This is an optimization exercise on Yosys and OpenROAD, whose aim is small area, a short achievable clock period and few clock cycles per item, not a production implementation. Only simulation tests tie the RTL to the original design; equivalence was not proved.

Setup of run 1:
==> flow/design.v (excerpt) <==
module anffl_tex_etc1_encoder
(
  input  logic        clk,
  input  logic        rst_n,
  input  logic        in_valid,
  output logic        in_ready,
  input  logic [23:0] in_texel,
  output logic        out_valid,
  input  logic        out_ready,
  output logic [63:0] out_block,
  output logic        busy
);
  localparam int AW = anffl_tex_pkg::AW;
  logic [3:0] ph, widx, ph_n, widx_n;
  logic       pend, run_q, done_pend, fill, ov, wr_d, rdy_q, busy_q;
  logic       pend_n, run_n, done_n, fill_n, ov_n, start_n;
  logic [2:0] nblk, nblk_n;
  logic       start, ev0, wr, ta, tb, idle;
  logic       v1, v2, v3;
  assign start     = (ph == 4'd0) && pend && (!done_pend || !ov);
  assign ev0       = (ph == 4'd0) ? start : run_q;
  assign wr        = in_valid && rdy_q;
  assign ta        = (ph == 4'd3) && done_pend && !ov && !fill;
  assign tb        = (ph == 4'd5) && fill;
  assign in_ready  = rdy_q;
  assign out_valid = ov;
  assign idle      = (widx == 4'd0) && !pend && !run_q && !done_pend && !fill
                     && !v1 && !v2 && !v3;
  ...
For scale: roughly 9700 cells after synthesis, about 1600 flip-flops, about 95 I/O pins, ~0.083 sq mm of cells after synthesis.
make LEC_CHECK=0 ABC_AREA=1 CAP_MARGIN=20 CORE_MARGIN=2 CORE_UTILIZATION=40 CTS_CLUSTER_DIAMETER=100 CTS_CLUSTER_SIZE=25 SLEW_MARGIN=20 finish   # period 17.0 ns
run.sh (not shown) runs the stock make flow with config.mk's settings and CLKGATE_MAP_FILE= SYNTH_SCRIPT=/design/flow/synth_recipe.tcl, a recipe that flattens the netlist after the stock synthesis.
Testbench counts of run 1, summed over its fixed seeds: cycles 6,328, blocks 384.
For run 2, these inputs were changed with respect to run 1:
Settings: removing CTS_CLUSTER_SIZE (formerly 25); removing CTS_CLUSTER_DIAMETER (formerly 100); removing ABC_AREA (formerly 1); setting PLACE_DENSITY to 0.7 for the first time; changing CORE_UTILIZATION from 40 to 60.
==> summary.txt <==
Area after synthesis delta (run 2 − run 1): unfavourable
The higher clock transition at the registers of the reported paths of run 1 and run 2 is in run 1.
Compared with run 1, run 2 shows a higher multi-input gate share of total cell area.
Comparing run 1 and run 2, the higher final wirelength was measured on run 1.
Overall track demand over capacity in global routing ended up 7.1 points higher on run 2 than on run 1.
Cmp run 2 vs run 1: met2 track demand over resource in global routing higher in run 2
In the reports for run 1 and run 2, the larger cell area belongs to run 2.
The non-clock buffer area fraction after layout on run 1 is in line with that on run 2.
diff inputs: run 2 => run 3
Settings: clearing PLACE_DENSITY, which used to be 0.7; swapping 60 for 40 in CORE_UTILIZATION; putting CTS_CLUSTER_SIZE at 30 where nothing was set; putting CTS_CLUSTER_DIAMETER at 90 where nothing was set.
--- outcome ---
Run 2: done, clean on timing, DRC and antenna. The flow did not stop early for run 3: all stages ran, and the layout cleared the timing, DRC and antenna checks. Final instance area down about 2.2% in run 3 wrt run 2. Going from run 2 to run 3, iteration count of the initial detailed-routing pass lower; flip-flop and latch share of the layout cell area higher; clock-cell share of area lower; maximum clock rate higher. | wire length of the first global-routing pass | run 3 vs run 2 | worse |.
Changes in run 4 relative to run 3:
Settings: CTS_CLUSTER_SIZE changed from 30 to 20; CTS_CLUSTER_DIAMETER changed from 90 to 120.
## What came out
- Compared with run 3, run 4 shows via count of the first global-routing pass that has gone up slightly.
- Run 4 vs run 3 — final worst slack dropped 0.020 ns.
- [compare] base=run 3 new=run 4: die area now sits at about the same level; time the final worst path needs with I/O delays and setup increased 0.020 ns; pre-CTS worst setup slack saw little to no change.
Here is what was changed in the inputs of run 5 compared with run 4.
Settings: changing CTS_CLUSTER_SIZE from 20 to 25; changing CTS_CLUSTER_DIAMETER from 120 to 100; setting GPL_ROUTABILITY_DRIVEN to 0 for the first time.
## What came out
- Re post-synthesis compound-gate area fraction: no difference whatsoever between run 5 and run 4.
- Run 5 ended up with ap1[15]$_SDFF_PN0_ as its first element of the critical path; run 4 ended up with rdy_q$_DFF_PN0_.
- Of run 5 and run 4, it is run 5 that has the lower register-to-register slack.
- Run 5: first-pass GRT wire length about 1% below run 4
- Looking only at fmax, and setting everything else aside, the lower value of run 5 and run 4 goes to run 5.
> inputs changed (run 5 -> run 6)
Settings: CTS_CLUSTER_SIZE no longer set, was 25; CTS_BUF_LIST now sky130_fd_sc_hd__clkbuf_4 sky130_fd_sc_hd__clkbuf_8, previously not set; CTS_CLUSTER_DIAMETER no longer set, was 100; GPL_ROUTABILITY_DRIVEN no longer set, was 0.
Notes after the runs:
Run 6 | status: complete | timing, DRC, antenna: pass
Looking only at routed wire length per instance, and setting everything else aside, the higher value of run 6 and run 5 goes to run 5.
Relative to run 5, met2 track utilization from global routing increased by 1.6 points in run 6.
The global-route usage over all layers of run 6 exceeds that of run 5 by 0.58 points.
Run 6 has required time at the endpoint of the critical path below what run 5 had.
Compared with run 5, run 6 shows a higher via count.
Against run 5 as the reference, run 6 delivers a higher clock latency on the worst-skew pair.
Diff run 6 and run 5: maximum level of the CTS H-tree lower in run 5
Instance count after placement with tap cells included of run 6 is on par with run 5.

* * *

## red
anffl_tex_etc1_encoder again, from the RTL that the note above started with.
clock: 17.0 ns
lec_check: 0
cap_margin: 20
core_margin: 2
core_utilization: 40
slew_margin: 20
Testbench counts of red, summed over its fixed seeds: cycles 6,328, blocks 384.
Edits applied to the flow inputs when going from red to blue:
Settings: CTS_CLUSTER_SIZE: unset -> 25; CTS_CLUSTER_DIAMETER: unset -> 100.
## What came out
- Per the comparison of blue with red, number of DRC markers in iteration 0 dropped 3.5%, worst hold slack now sits higher, clock transition at the register clock pins on the worst setup and hold paths after CTS moved up.
- Comparing blue against red, there is no change at all in distinct cell type count of the synthesized netlist.
- Compared with red, blue shows a number of clock-tree buffers in the layout that is 111 lower.

==> re-timing with driven ports <==
The results above use ideal ports. As a check the final layouts listed here were re-extracted and re-timed, cells and wires unchanged. Step 1 sets driving cells, clkbuf_16 on the clock port and buf_2 on the other inputs (assumed; they add their load-dependent delay and slew). Step 2, shift: input delay + t, output delay - t, t = (earliest + latest rising clock arrival at the registers) / 2. This alone moves slack from input paths to output paths. Slacks: no drivers / after step 1 / after step 2; pairs: no drivers / after step 1.
run | t (ns) | setup WS [ns] | worst slew at a driven data input, ns | cell pins on the clock port's net
run 1 | 0.830 | 11.314 / 11.314 / 11.314 | 0.11 | 1
run 2 | 0.892 | 11.617 / 11.537 / 11.014 | 0.05 | 1
run 3 | 0.802 | 11.676 / 11.590 / 11.112 | 0.05 | 1
run 4 | 0.821 | 11.656 / 11.571 / 11.122 | 0.05 | 1
run 5 | 0.820 | 11.630 / 11.585 / 11.083 | 0.04 | 1
run 6 | 1.060 | 11.448 / 11.374 / 11.061 | 0.05 | 1
red | 0.887 | 11.627 / 11.542 / 11.087 | 0.05 | 1
blue | 0.819 | 11.689 / 11.606 / 11.072 | 0.05 | 1
After both steps setup and hold are still met in every run listed. The setup slack of blue, which loses most, moves by -0.083 ns with the drivers and by -0.617 ns with both steps.
